Context: an optimization exercise on an open-source flow, tuned for small area, a short achievable clock period and few clock cycles per item. The choices shown serve that exercise and are no tape-out recipe.
In this exercise RTL edits were held to simulation tests only and were not proved equivalent to the original.

==> flow/design.v <==
package cc8ks_pkg;
  localparam logic [31:0] TAU0 = 32'h6170_7865;
  localparam logic [31:0] TAU1 = 32'h3120_646e;
  localparam logic [31:0] TAU2 = 32'h7962_2d36;
  localparam logic [31:0] TAU3 = 32'h6b20_6574;
  localparam logic [1:0] REG_KEY_LOW  = 2'd0;
  localparam logic [1:0] REG_KEY_HIGH = 2'd1;
  localparam logic [1:0] REG_NONCE    = 2'd2;
  localparam logic OP_XOR  = 1'b0;
  localparam logic OP_SKIP = 1'b1;
endpackage
module cc8ks_core (
  input  logic               clk,
  input  logic               start,      
  input  logic               abort,      
  input  logic               rst,
  input  logic [63:0]        key_low,    
  input  logic [63:0]        key_high,
  input  logic [63:0]        ctr,
  input  logic [63:0]        nonce,
  input  logic [2:0]         pos,        
  output logic               busy,
  output logic               have,
  output logic [63:0]        ks_raw      
);
  logic [3:0][31:0] ra, rb, rc, rd;      
  logic [3:0][31:0] na, nb, nc, nd;      
  logic [3:0]       rnd;                 
  logic             half;
  logic             rend;
  logic             diag;
  assign half = rnd[0];
  assign rend = rnd[0];                  
  assign diag = rnd[1];                  
  genvar g;
  generate
    for (g = 0; g < 4; g++) begin : g_lane
      logic [31:0] a1, x1, d1, c1, x2, b1;
      cc8ks_add u_add_a (.a(ra[g]), .b(rb[g]), .s(a1));
      assign x1 = rd[g] ^ a1;
      assign d1 = half ? {x1[23:0], x1[31:24]} : {x1[15:0], x1[31:16]};
      cc8ks_add u_add_c (.a(rc[g]), .b(d1), .s(c1));
      assign x2 = rb[g] ^ c1;
      assign b1 = half ? {x2[24:0], x2[31:25]} : {x2[19:0], x2[31:20]};
      assign na[g] = a1;
      assign nb[g] = b1;
      assign nc[g] = c1;
      assign nd[g] = d1;
    end
  endgenerate
  always_ff @(posedge clk) begin
    if (rst || abort) begin
      busy <= 1'b0;
      have <= 1'b0;
      rnd  <= 4'd0;
    end else if (start) begin
      busy <= 1'b1;
      have <= 1'b0;
      rnd  <= 4'd0;
    end else if (busy) begin
      rnd <= rnd + 4'd1;
      if (rnd == 4'd15) begin
        busy <= 1'b0;
        have <= 1'b1;
      end
    end
  end
  always_ff @(posedge clk) begin
    if (start) begin
      ra <= {cc8ks_pkg::TAU3, cc8ks_pkg::TAU2, cc8ks_pkg::TAU1, cc8ks_pkg::TAU0};
      rb <= {key_high, key_low};
      rc <= {key_high, key_low};
      rd <= {nonce, ctr};
    end else if (busy) begin
      for (int i = 0; i < 4; i++) begin
        if (!rend) begin
          ra[i] <= na[i];
          rb[i] <= nb[i];
          rc[i] <= nc[i];
          rd[i] <= nd[i];
        end else begin
          ra[i] <= diag ? na[(i + 2) % 4] : na[i];
          rb[i] <= nb[(i + 1) % 4];
          rc[i] <= diag ? nc[i] : nc[(i + 2) % 4];
          rd[i] <= nd[(i + 3) % 4];
        end
      end
    end
  end
  always_comb begin
    case (pos)
      3'd0: ks_raw = {ra[1], ra[0]};
      3'd1: ks_raw = {ra[3], ra[2]};
      3'd2: ks_raw = {rb[1], rb[0]};
      3'd3: ks_raw = {rb[3], rb[2]};
      3'd4: ks_raw = {rc[1], rc[0]};
      3'd5: ks_raw = {rc[3], rc[2]};
      3'd6: ks_raw = {rd[1], rd[0]};
      default: ks_raw = {rd[3], rd[2]};
    endcase
  end
endmodule
module cc8ks_add #(parameter int W = 32) (input logic [W-1:0] a, b, output logic [W-1:0] s);
  localparam int L = $clog2(W);
  logic [L:0][W-1:0] g, p;
  assign g[0] = a & b;
  assign p[0] = a ^ b;
  genvar l, i;
  generate
    for (l = 0; l < L; l++) begin : g_lvl
      for (i = 0; i < W; i++) begin : g_bit
        if ((i >> l) & 1) begin : g_op
          localparam int J = ((i >> l) << l) - 1;
          assign g[l+1][i] = g[l][i] | (p[l][i] & g[l][J]);
          assign p[l+1][i] = p[l][i] & p[l][J];
        end else begin : g_pass
          assign g[l+1][i] = g[l][i];
          assign p[l+1][i] = p[l][i];
        end
      end
    end
  endgenerate
  assign s = p[0] ^ {g[L][W-2:0], 1'b0};
endmodule
import cc8ks_pkg::*;
module chacha8_keystream_xor (
  input  logic        clk,
  input  logic        rst,
  input  logic        psel,
  input  logic        penable,
  input  logic        pwrite,
  input  logic [4:0]  paddr,
  input  logic [63:0] pwdata,
  output logic [63:0] prdata,
  output logic        pready,
  input  logic        s_tvalid,
  output logic        s_tready,
  input  logic [95:0] s_tdata,   
  input  logic        s_tuser,   
  input  logic        s_tlast,
  output logic        m_tvalid,
  input  logic        m_tready,
  output logic [71:0] m_tdata,   
  output logic        m_tlast
);
  logic [63:0] key_low;
  logic [63:0] key_high;
  logic [63:0] nonce;
  logic [63:0] ctr;
  logic [2:0]  pos;
  logic        pend;
  logic [63:0] out_chunk;
  logic [3:0]  out_count;
  logic        out_last;
  logic        cfg_wr;
  logic [1:0]  reg_sel;
  logic        wr_any;
  logic        s_acc;
  logic        x_acc;
  logic        k_acc;
  logic        discard;
  logic [31:0] amount;
  logic [3:0]  count;
  logic [63:0] mask;
  logic [63:0] ctr_inc;
  logic [31:0] ctr_hi_inc;
  logic [32:0] skip_sum;
  logic [63:0] ctr_n;
  logic        core_start;
  logic        core_abort;
  logic        core_busy;
  logic        core_have;
  logic [63:0] ks_raw;
  logic [63:0] ff_pair;
  logic [31:0] ks_lo;
  logic [31:0] ks_hi;
  assign pready  = 1'b1;
  assign cfg_wr  = psel & penable & pwrite;
  assign reg_sel = paddr[4:3];
  assign wr_any  = cfg_wr & (reg_sel != 2'd3);
  assign amount  = s_tdata[95:64];
  assign s_tready = (s_tuser == OP_SKIP) ? !pend : (core_have & (!m_tvalid | m_tready));
  assign s_acc    = s_tvalid & s_tready;
  assign x_acc    = s_acc & (s_tuser == OP_XOR);
  assign k_acc    = s_acc & (s_tuser == OP_SKIP);
  assign discard  = x_acc & (s_tlast | (pos == 3'd7));
  assign count = ((amount == 32'd0) || (|amount[31:4]) || (amount[3] && |amount[2:0]))
                 ? 4'd8 : amount[3:0];
  always_comb begin
    for (int i = 0; i < 8; i++) begin
      mask[8*i +: 8] = {8{4'(i) < count}};
    end
  end
  always_comb begin
    case (reg_sel)
      REG_KEY_LOW:  prdata = key_low;
      REG_KEY_HIGH: prdata = key_high;
      REG_NONCE:    prdata = nonce;
      default:      prdata = 64'd0;
    endcase
  end
  assign ctr_inc    = ctr + 64'd1;
  assign ctr_hi_inc = ctr[63:32] + 32'd1;
  assign skip_sum   = {1'b0, ctr[31:0]} + {1'b0, amount} + {32'd0, (pos != 3'd0)};
  assign ctr_n      = discard ? ctr_inc : ctr;
  assign core_abort = wr_any | k_acc;
  assign core_start = discard | (!core_busy & !core_have & !pend);
  cc8ks_core u_core (
    .clk     (clk),
    .start   (core_start),
    .abort   (core_abort),
    .rst     (rst),
    .key_low (key_low),
    .key_high(key_high),
    .ctr     (ctr_n),
    .nonce   (nonce),
    .pos     (pos),
    .busy    (core_busy),
    .have    (core_have),
    .ks_raw  (ks_raw)
  );
  always_comb begin
    case (pos)
      3'd0: ff_pair = {TAU1, TAU0};
      3'd1: ff_pair = {TAU3, TAU2};
      3'd2, 3'd4: ff_pair = key_low;
      3'd3, 3'd5: ff_pair = key_high;
      3'd6: ff_pair = ctr;
      default: ff_pair = nonce;
    endcase
  end
  assign ks_lo = ks_raw[31:0] + ff_pair[31:0];
  assign ks_hi = ks_raw[63:32] + ff_pair[63:32];
  always_ff @(posedge clk) begin
    if (rst) begin
      key_low  <= 64'd0;
      key_high <= 64'd0;
      nonce    <= 64'd0;
      ctr      <= 64'd0;
      pos      <= 3'd0;
      pend     <= 1'b0;
      m_tvalid <= 1'b0;
    end else begin
      if (x_acc) begin
        m_tvalid <= 1'b1;
      end else if (m_tready) begin
        m_tvalid <= 1'b0;
      end
      if (wr_any) begin
        case (reg_sel)
          REG_KEY_LOW:  key_low  <= pwdata;
          REG_KEY_HIGH: key_high <= pwdata;
          default:      nonce    <= pwdata;
        endcase
        ctr  <= 64'd0;
        pos  <= 3'd0;
        pend <= 1'b0;
      end else if (k_acc) begin
        ctr[31:0] <= skip_sum[31:0];
        pend      <= skip_sum[32];
        pos       <= 3'd0;
      end else begin
        if (pend) begin
          ctr[63:32] <= ctr_hi_inc;
          pend       <= 1'b0;
        end
        if (x_acc) begin
          if (discard) begin
            ctr <= ctr_inc;
            pos <= 3'd0;
          end else begin
            pos <= pos + 3'd1;
          end
        end
      end
    end
  end
  always_ff @(posedge clk) begin
    if (x_acc) begin
      out_chunk <= s_tdata[63:0] ^ ({ks_hi, ks_lo} & mask);
      out_count <= count;
      out_last  <= s_tlast;
    end
  end
  assign m_tdata = {4'd0, out_count, out_chunk};
  assign m_tlast = out_last;
endmodule
export LEC_CHECK = 0
export ABC_AREA = 1
export CAP_MARGIN = 20
export CORE_MARGIN = 2
export CORE_UTILIZATION = 40
export SETUP_SLACK_MARGIN = 1.5
export SLEW_MARGIN = 20
create_clock -name core_clock -period 9.0 [get_ports {clk}]
run.sh (not shown) runs the stock make flow with config.mk's settings and CLKGATE_MAP_FILE= SYNTH_SCRIPT=/design/flow/synth_recipe.tcl, a recipe that flattens the netlist after the stock synthesis.
Testbench counts at the start, summed over its fixed seeds: cycles 9,698, items 2,668.
Edit:
- SETUP_SLACK_MARGIN: 1.5 -> default
Outcome: Wire length barely changes; hold slack is about the same; global-route usage hardly moves.
Edit:
- SETUP_SLACK_MARGIN: default -> 3.5
=> Hold slack barely changes; die area is unchanged; final area rose by 14%.
Edit:
- SETUP_SLACK_MARGIN: 3.5 -> 2.5
What happened: Worst hold slack is about the same; sequential cell count does not change; final area decreases by 10%; cell count decreases by 2.5%; critical path depth went down by 8; non-clock buffer count came out lower by 282; fmax went down by 7.9%; die area does not change.

[port drivers added, routing unchanged]
In the flow no input, the clock included, has a driving cell. The finished layouts below were timed again as built, in two steps.
Step 1, drivers: a clkbuf_16 drives clk and a buf_2 each remaining input, both assumed.
Step 2 moves the port delays by t, midway between the first and last clock arrival at a register: inputs arrive t later, outputs are due t later. That takes back most of the time a late clock gives input paths.
Slacks: ideal ports / drivers / drivers and shift; pairs: ideal ports / drivers.
run	t (ns)	slack for setup (ns)	clock arrival spread, ns
the first run	0.892	1.402 / 1.402 / 1.402	0.042 / 0.042
the second run	0.883	0.734 / 0.734 / 0.734	0.046 / 0.047
the third run	0.881	2.813 / 2.813 / 2.495	0.065 / 0.066
the fourth run	0.840	2.285 / 2.285 / 2.174	0.028 / 0.028
After both steps setup and hold are still met in every run listed. The setup slack of the third run, which loses most, moves by 0.000 ns with the drivers and by -0.318 ns with both steps.
